Source: an optimization exercise on an open RTL-to-GDS flow (aim: small area, a short achievable clock period and few clock cycles per item). Production flows keep margins and buffers that such runs may drop.
The RTL was checked by simulation tests, not by an equivalence proof against the original design.
Power is estimated from default activity; no workload was simulated.

==> inputs of build 87 <==
Design byte_range_header_parser_core, start of the top module:
module byte_range_header_parser_core #(
   parameter int MAX_RANGE_COUNT = brhp_pkg::DEFAULT_MAX_RANGE_COUNT,
   parameter int OFFSET_BITS     = brhp_pkg::DEFAULT_OFFSET_BITS
) (
   input  logic                                clock,
   input  logic                                reset,
   input  logic                                req_tvalid,
   output logic                                req_tready,
   input  logic [brhp_pkg::BYTE_BITS-1:0]      req_tdata,    
   input  logic                                req_tlast,    
   output logic                                rsp_tvalid,
   input  logic                                rsp_tready,
   output logic [brhp_pkg::RSP_DATA_BITS-1:0]  rsp_tdata,
   output logic                                rsp_tlast,    
   input  logic                                csr_wr_en,
   input  logic [brhp_pkg::FILE_SIZE_BITS-1:0] csr_wr_data   
);
clock: 13.0 ns
lec_check: 0
cap_margin: 20
core_margin: 2
core_utilization: 60
slew_margin: 20
standard.sh (not shown) runs the stock make flow with config.mk's settings and CLKGATE_MAP_FILE= SYNTH_SCRIPT=/design/flow/synth_recipe.tcl, a recipe that flattens the netlist after the stock synthesis.
==> flow/flow/run.sh <==
#!/bin/bash
# Standard layout with a deeper setup repair target; all tool output goes to logs here.
export SETUP_SLACK_MARGIN=9
bash standard.sh > standard.log 2>&1
==> build 27: changes against build 87 <==
--- a/flow/design.v
+++ b/flow/design.v
@@ -153,10 +153,11 @@
    logic [BYTE_BITS-1:0] h_b_ff, s_b_ff;
    logic                 h_l_ff, s_l_ff;
    logic out_valid_ff;    
    logic hend_ff;         
    logic flush_ff;        
+   logic fix_ff;          
    logic [2:0]          ph_ff;
    logic                err_ff;
    logic                hb_ff;       
    logic [3:0]          cnt_ff;
    logic [2:0]          num_ff;      
@@ -170,23 +171,24 @@
    logic [SUM_BITS-1:0] sum;
    logic                c_digit, c_dash, c_comma, c_blank, c_cr, c_lf, c_term;
    logic [3:0]          dval;
    logic                cont;        
    logic [FS-1:0]       acc_hi;
-   logic [4:0]          acc_lo;
+   logic [3:0]          acc_lo;
    logic                acc_co, acc_ovf;
    logic [2:0] ph_m, ph_c;
    logic       err_m, err_c, hb_m, hb_c;
    logic       term_fire, wr_digit, dash_first, dash_lead;
    logic       do_comp, is_suffix, range_ok, got, end_byte, defer, emit, hend_next, clr;
+   logic       fin, rej_fin;
    logic [3:0] cnt_c;
    logic [SUM_BITS-1:0] sum_c, sum_next;
    logic [FS-1:0] nsuffix_start;
    assign req_tready = !s_v_ff;
    assign accept     = req_tvalid && !s_v_ff;
-   assign go         = h_v_ff && !flush_ff && (!out_valid_ff || rsp_tready);
-   assign step       = go || flush_ff;
+   assign go         = h_v_ff && !flush_ff && !fix_ff && (!out_valid_ff || rsp_tready);
+   assign step       = go || flush_ff || fix_ff;
    always_ff @(posedge clock) begin
       if (reset) begin
          h_v_ff <= 1'b0;
          s_v_ff <= 1'b0;
       end else begin
@@ -217,24 +219,68 @@
    assign c_cr    = h_b_ff == CHAR_CR;
    assign c_lf    = h_b_ff == CHAR_LF;
    assign c_term  = c_blank || c_comma || c_cr;
    assign dval    = h_b_ff[3:0];
    assign cont   = (ph == P_FIRST) || (((ph == P_SUFFIX) || (ph == P_SECOND)) && hb);
-   assign acc_lo = {1'b0, cur_ff[0], 3'b000} + {1'b0, cur_ff[2:0], 1'b0} + {1'b0, dval};
+   always_comb begin
+      case ({cur_ff[2:0], dval[3:1]})
+            6'b000_000: acc_lo = 4'd0;
+            6'b000_001: acc_lo = 4'd1;
+            6'b000_010: acc_lo = 4'd2;
+            6'b000_011: acc_lo = 4'd3;
+            6'b000_100: acc_lo = 4'd4;
+            6'b001_000: acc_lo = 4'd5;
+            6'b001_001: acc_lo = 4'd6;
+            6'b001_010: acc_lo = 4'd7;
+            6'b001_011: acc_lo = 4'd8;
+            6'b001_100: acc_lo = 4'd9;
+            6'b010_000: acc_lo = 4'd2;
+            6'b010_001: acc_lo = 4'd3;
+            6'b010_010: acc_lo = 4'd4;
+            6'b010_011: acc_lo = 4'd5;
+            6'b010_100: acc_lo = 4'd6;
+            6'b011_000: acc_lo = 4'd7;
+            6'b011_001: acc_lo = 4'd8;
+            6'b011_010: acc_lo = 4'd9;
+            6'b011_011: acc_lo = 4'd10;
+            6'b011_100: acc_lo = 4'd11;
+            6'b100_000: acc_lo = 4'd4;
+            6'b100_001: acc_lo = 4'd5;
+            6'b100_010: acc_lo = 4'd6;
+            6'b100_011: acc_lo = 4'd7;
+            6'b100_100: acc_lo = 4'd8;
+            6'b101_000: acc_lo = 4'd9;
+            6'b101_001: acc_lo = 4'd10;
+            6'b101_010: acc_lo = 4'd11;
+            6'b101_011: acc_lo = 4'd12;
+            6'b101_100: acc_lo = 4'd13;
+            6'b110_000: acc_lo = 4'd6;
+            6'b110_001: acc_lo = 4'd7;
+            6'b110_010: acc_lo = 4'd8;
+            6'b110_011: acc_lo = 4'd9;
+            6'b110_100: acc_lo = 4'd10;
+            6'b111_000: acc_lo = 4'd11;
+            6'b111_001: acc_lo = 4'd12;
+            6'b111_010: acc_lo = 4'd13;
+            6'b111_011: acc_lo = 4'd14;
+            6'b111_100: acc_lo = 4'd15;
+            default: acc_lo = 4'd0;
+      endcase
+   end
    brhp_add #(.N(FS)) u_acc (
-      .a({1'b0, cur_ff[FS-1:1]}), .b({3'b000, cur_ff[FS-1:3]}), .cin(acc_lo[4]),
+      .a({1'b0, cur_ff[FS-1:1]}), .b({3'b000, cur_ff[FS-1:3]}), .cin(acc_lo[3]),
       .s(acc_hi), .cout(acc_co));
    assign acc_ovf = cont && ((cur_ff >= OVF_T) || ((cur_ff == OVF_T - 1) && (dval >= 4'd6)));
    always_comb begin
       ph_m       = ph;
       hb_m       = hb;
       err_m      = err;
       term_fire  = 1'b0;
       wr_digit   = 1'b0;
       dash_first = 1'b0;
       dash_lead  = 1'b0;
-      if (!err && !flush_ff) begin
+      if (!err && !flush_ff && !fix_ff) begin
          case (ph)
             P_START, P_LEAD: begin
                if (c_blank && (ph == P_LEAD)) begin
                   ph_m = ph;
                end else if (c_digit) begin
@@ -296,11 +342,11 @@
       .range_ok     (range_ok),
       .nsuffix_start(nsuffix_start),
       .sum_next     (sum_next)
    );
    assign got   = do_comp && range_ok;
-   assign defer = !flush_ff && h_l_ff && !err_m && !term_fire &&
+   assign defer = !flush_ff && !fix_ff && h_l_ff && !err_m && !term_fire &&
                   ((ph_m == P_SUFFIX) || (ph_m == P_SECOND));
    always_comb begin
       ph_c  = ph_m;
       hb_c  = hb_m;
       err_c = err_m;
@@ -313,11 +359,11 @@
             ph_c  = P_TRAIL;
          end else begin
             err_c = 1'b1;
          end
       end
-      end_byte = !flush_ff && !err_c && (((ph == P_TRAIL) && !err) || (term_fire && got));
+      end_byte = !flush_ff && !fix_ff && !err_c && (((ph == P_TRAIL) && !err) || (term_fire && got));
       if (end_byte) begin
          if (c_blank) begin
             ph_c = P_TRAIL;
          end else if (c_comma) begin
             if (cnt_c >= 4'(MAX_RANGE_COUNT)) begin
@@ -330,27 +376,31 @@
             ph_c = P_CR;
          end else begin
             err_c = 1'b1;
          end
       end
-      if (!flush_ff && h_l_ff && !err_c &&
+      if (!flush_ff && !fix_ff && h_l_ff && !err_c &&
           ((ph_c == P_START) || (ph_c == P_LEAD) || (ph_c == P_FIRST))) begin
          err_c = 1'b1;
       end
    end
-   assign emit      = flush_ff || ((got || h_l_ff) && !defer);
-   assign hend_next = flush_ff || (h_l_ff && !defer);
-   assign clr       = hend_next && !got;
+   assign fin       = !fix_ff && (flush_ff || (h_l_ff && !defer));
+   assign rej_fin   = fin && do_comp && !range_ok;
+   assign emit      = fix_ff || (!rej_fin && (flush_ff || ((got || h_l_ff) && !defer)));
+   assign hend_next = fix_ff || (fin && !rej_fin);
+   assign clr       = fix_ff || (fin && !do_comp);
    always_ff @(posedge clock) begin
       if (reset) begin
          out_valid_ff <= 1'b0;
          flush_ff     <= 1'b0;
+         fix_ff       <= 1'b0;
          hend_ff      <= 1'b1;
       end else begin
          if (step) out_valid_ff <= emit;
          else if (rsp_tready) out_valid_ff <= 1'b0;
          flush_ff <= go && defer;
+         fix_ff   <= step && rej_fin;
          if (step) hend_ff <= hend_next;
       end
    end
    always_ff @(posedge clock) begin
       if (csr_wr_en) fs_ff <= csr_wr_data;
@@ -361,11 +411,11 @@
          cnt_ff <= cnt_c;
          num_ff <= got ? cnt[2:0] : 3'd0;
          sum_ff <= sum_c;
          if (clr) cur_ff <= {FS{1'b0}};
          else if (dash_first || (do_comp && is_suffix)) cur_ff <= fs_ff;
-         else if (wr_digit) cur_ff <= cont ? {acc_hi, acc_lo[3:0]} : FS'(dval);
+         else if (wr_digit) cur_ff <= cont ? {acc_hi, acc_lo[2:0], dval[0]} : FS'(dval);
          if (clr || dash_lead) nfirst_ff <= {FS{1'b1}};
          else if (dash_first) nfirst_ff <= ~cur_ff;
          else if (do_comp && is_suffix) nfirst_ff <= nsuffix_start;
       end
    end
==> trial 69: changes against build 87 <==
--- a/flow/design.v
+++ b/flow/design.v
@@ -62,60 +62,32 @@
    end
    assign c    = {g[L] | (p[L] & {N{cin}}), cin};
    assign s    = h ^ c[N-1:0];
    assign cout = c[N];
 endmodule
-module brhp_carry #(
-   parameter int N = 8
-) (
-   input  logic [N-1:0] a,
-   input  logic [N-1:0] b,
-   input  logic         cin,
-   output logic         cout
-);
-   localparam int L = $clog2(N);
-   logic [N-1:0] g [0:L];
-   logic [N-1:0] t [0:L];
-   assign g[0] = a & b;
-   assign t[0] = a | b;
-   for (genvar l = 0; l < L; l++) begin : g_lvl
-      for (genvar i = 0; i < N; i++) begin : g_bit
-         if (((i >> l) & 1) == 1) begin : g_op
-            localparam int J = ((i >> l) << l) - 1;
-            assign g[l+1][i] = g[l][i] | (t[l][i] & g[l][J]);
-            assign t[l+1][i] = t[l][i] & t[l][J];
-         end else begin : g_pass
-            assign g[l+1][i] = g[l][i];
-            assign t[l+1][i] = t[l][i];
-         end
-      end
-   end
-   assign cout = g[L][N-1] | (t[L][N-1] & cin);
-endmodule
 module brhp_range_calc (
    input  logic                                is_suffix,
    input  logic                                has_second,
-   input  logic [brhp_pkg::FILE_SIZE_BITS-1:0] nfirst_num,    
+   input  logic [brhp_pkg::FILE_SIZE_BITS-1:0] first_num,
    input  logic [brhp_pkg::FILE_SIZE_BITS-1:0] cur_num,
    input  logic [brhp_pkg::FILE_SIZE_BITS-1:0] file_size,
    input  logic [brhp_pkg::SUM_BITS-1:0]       sum_cur,
    output logic                                range_ok,
-   output logic [brhp_pkg::FILE_SIZE_BITS-1:0] nsuffix_start,  
+   output logic [brhp_pkg::FILE_SIZE_BITS-1:0] suffix_start,
    output logic [brhp_pkg::SUM_BITS-1:0]       sum_next
 );
    localparam int FS = FILE_SIZE_BITS;
    logic                cur_le_fs, first_lt_cur, sum_co;
-   logic [FS-1:0]       diff;
+   logic [FS-1:0]       lt_unused;
    logic [SUM_BITS-1:0] ext_c, ext_nf, cs_s, cs_c;
    brhp_add #(.N(FS)) u_sub (
-      .a(file_size), .b(~cur_num), .cin(1'b1), .s(diff), .cout(cur_le_fs));
-   assign nsuffix_start = ~diff;
-   brhp_carry #(.N(FS)) u_lt (
-      .a(cur_num), .b(nfirst_num), .cin(1'b0), .cout(first_lt_cur));
+      .a(file_size), .b(~cur_num), .cin(1'b1), .s(suffix_start), .cout(cur_le_fs));
+   brhp_add #(.N(FS)) u_lt (
+      .a(cur_num), .b(~first_num), .cin(1'b0), .s(lt_unused), .cout(first_lt_cur));
    assign range_ok = cur_le_fs && (is_suffix ? has_second : first_lt_cur);
    assign ext_c  = SUM_BITS'(cur_num);
-   assign ext_nf = {{(SUM_BITS-FS){1'b1}}, nfirst_num};
+   assign ext_nf = {{(SUM_BITS-FS){1'b1}}, ~first_num};
    assign cs_s   = sum_cur ^ ext_c ^ ext_nf;
    assign cs_c   = (sum_cur & ext_c) | (sum_cur & ext_nf) | (ext_c & ext_nf);
    brhp_add #(.N(SUM_BITS)) u_sum (
       .a(cs_s), .b({cs_c[SUM_BITS-2:0], 1'b1}), .cin(1'b0), .s(sum_next), .cout(sum_co));
 endmodule
@@ -160,11 +132,11 @@
    logic                hb_ff;       
    logic [3:0]          cnt_ff;
    logic [2:0]          num_ff;      
    logic [SUM_BITS-1:0] sum_ff;
    logic [FS-1:0]       cur_ff;      
-   logic [FS-1:0]       nfirst_ff;   
+   logic [FS-1:0]       first_ff;    
    logic accept, go, step;
    logic [2:0]          ph;
    logic                err, hb;
    logic [3:0]          cnt;
    logic [SUM_BITS-1:0] sum;
@@ -178,11 +150,11 @@
    logic       err_m, err_c, hb_m, hb_c;
    logic       term_fire, wr_digit, dash_first, dash_lead;
    logic       do_comp, is_suffix, range_ok, got, end_byte, defer, emit, hend_next, clr;
    logic [3:0] cnt_c;
    logic [SUM_BITS-1:0] sum_c, sum_next;
-   logic [FS-1:0] nsuffix_start;
+   logic [FS-1:0] suffix_start;
    assign req_tready = !s_v_ff;
    assign accept     = req_tvalid && !s_v_ff;
    assign go         = h_v_ff && !flush_ff && (!out_valid_ff || rsp_tready);
    assign step       = go || flush_ff;
    always_ff @(posedge clock) begin
@@ -287,16 +259,16 @@
    assign do_comp   = flush_ff || (!err_m && term_fire);
    assign is_suffix = ph_ff == P_SUFFIX;
    brhp_range_calc u_range_calc (
       .is_suffix    (is_suffix),
       .has_second   (hb_ff),
-      .nfirst_num   (nfirst_ff),
+      .first_num    (first_ff),
       .cur_num      (cur_ff),
       .file_size    (fs_ff),
       .sum_cur      (sum_ff),
       .range_ok     (range_ok),
-      .nsuffix_start(nsuffix_start),
+      .suffix_start (suffix_start),
       .sum_next     (sum_next)
    );
    assign got   = do_comp && range_ok;
    assign defer = !flush_ff && h_l_ff && !err_m && !term_fire &&
                   ((ph_m == P_SUFFIX) || (ph_m == P_SECOND));
@@ -362,14 +334,14 @@
          num_ff <= got ? cnt[2:0] : 3'd0;
          sum_ff <= sum_c;
          if (clr) cur_ff <= {FS{1'b0}};
          else if (dash_first || (do_comp && is_suffix)) cur_ff <= fs_ff;
          else if (wr_digit) cur_ff <= cont ? {acc_hi, acc_lo[3:0]} : FS'(dval);
-         if (clr || dash_lead) nfirst_ff <= {FS{1'b1}};
-         else if (dash_first) nfirst_ff <= ~cur_ff;
-         else if (do_comp && is_suffix) nfirst_ff <= nsuffix_start;
+         if (clr || dash_lead) first_ff <= {FS{1'b0}};
+         else if (dash_first) first_ff <= cur_ff;
+         else if (do_comp && is_suffix) first_ff <= suffix_start;
       end
    end
    assign rsp_tvalid = out_valid_ff;
    assign rsp_tlast  = hend_ff;
-   assign rsp_tdata  = {{PAD_BITS{1'b0}}, err_ff, cnt_ff, sum_ff, num_ff, cur_ff, ~nfirst_ff};
+   assign rsp_tdata  = {{PAD_BITS{1'b0}}, err_ff, cnt_ff, sum_ff, num_ff, cur_ff, first_ff};
 endmodule
==> flow/run.sh (new file) <==
#!/bin/bash
# synth_recipe.tcl (not shown) runs the flow's synth.tcl, then flattens the netlist and writes it again
# the make line also repeats each setting of config.mk as NAME=value (left out here)
make -C /OpenROAD-flow-scripts/flow DESIGN_CONFIG=/design/flow/config.mk WORK_HOME=/design/flow/orfs CLKGATE_MAP_FILE= SYNTH_SCRIPT=/design/flow/synth_recipe.tcl finish
SETUP_SLACK_MARGIN = 5   (was not set)
removed: flow/flow/run.sh
removed: flow/standard.sh
==> qor summary <==
|  | trial 69 | build 27 | build 87 |
|---|---|---|---|
| Met3 track demand over resource in global routing | 4.46% | 6.55% | 8.03% |
| Run status | complete, no violations | complete, no violations | complete, no violations |
| Multi-input gate count | 1401 | 1440 | 1353 |
| Xor/xnor share of the synthesized area | 5.52% | 5.24% | 6.20% |
| Count of cells resized by post-cts repair | 0 | 215 | 234 |
| Comb pwr share | 26.8% | 33.1% | 29.6% |
| Routed vias | 15900 | 17700 | 16900 |
| Layout clock buffer count | 35 | 35 | 32 |
| Launching instance or port of the critical path | cur_ff[5] | cur_ff[27] | cur_ff[2] |
| Routability-driven placement congestion ratio | 0.964 | 0.924 | 0.972 |
| Instance count of the mapped netlist | 1964 | 1865 | 1779 |
| Reg power frac | 39.6% | 34.8% | 38.6% |
| Area share of fa/ha/maj cells after synthesis | 19.0% | 16.4% | 17.0% |
| Vias in the first global route | 15600 | 16700 | 16600 |
| Proportion of final cell area spent on non-clock buffers | 10.5% | 15.8% | 17.2% |
| Crit path required time | 13190 ps | 10400 ps | 13290 ps |
| Drt via density | 6.15 | 6.59 | 6.47 |
| NetSw | 0.713 mW | 0.890 mW | 0.743 mW |
| Num tapcells | 396 | 390 | 384 |
| Number of signal-net buffers in the layout | 236 | 429 | 457 |
| Capture point of the critical path | first_ff[24] | rsp_tdata[75] | cur_ff[41] |
| Post-Route Hold Slack | 475 ps | 472 ps | 476 ps |
| Worst path setup slack after routing | 7710 ps | 8950 ps | 8790 ps |
| Maximum cell stage delay along the critical path | 580 ps | 430 ps | 510 ps |
| Post-synthesis compound-gate area fraction | 17.4% | 20.2% | 19.1% |
| Post-CTS setup buffer count | 0 | 173 | 195 |
| Power drawn by the sequential cells | 0.916 mW | 0.935 mW | 0.900 mW |
Testbench counts of build 87, summed over its fixed seeds: cycles 49,634, bytes 48,723.
Testbench counts of build 27, summed over its fixed seeds: cycles 49,634, bytes 48,723.
Testbench counts of trial 69, summed over its fixed seeds: cycles 49,634, bytes 48,723.

re-timing with driven ports:
No port has a modelled driver above. Below, the same layouts with a new extraction and two added sets of constraints. Step 1 sets driving cells, clkbuf_16 on the clock port and buf_2 on the other inputs (assumed; they add their load-dependent delay and slew). Step 2 times the ports against the registers' clock, not the clock port: input delays grow and output delays shrink by t, the midpoint of the rising clock arrivals with the driver on. Three values: no drivers, after step 1, after step 2; two values: the first two.
run	t (ns)	setup slack, ns	hold WS [ns]	slew at the worst register clock pin (ns)
build 87	0.595	8.787 / 8.787 / 8.550	0.476 / 0.476 / 0.476	0.07 / 0.07
build 27	0.616	8.949 / 8.894 / 8.502	0.472 / 0.472 / 0.472	0.07 / 0.07
trial 69	0.603	7.708 / 7.708 / 7.705	0.475 / 0.475 / 0.475	0.07 / 0.07
After both steps every run listed still meets setup and hold. For build 27, which loses most, drivers alone change the setup slack by -0.055 ns; drivers and shift together by -0.447 ns.
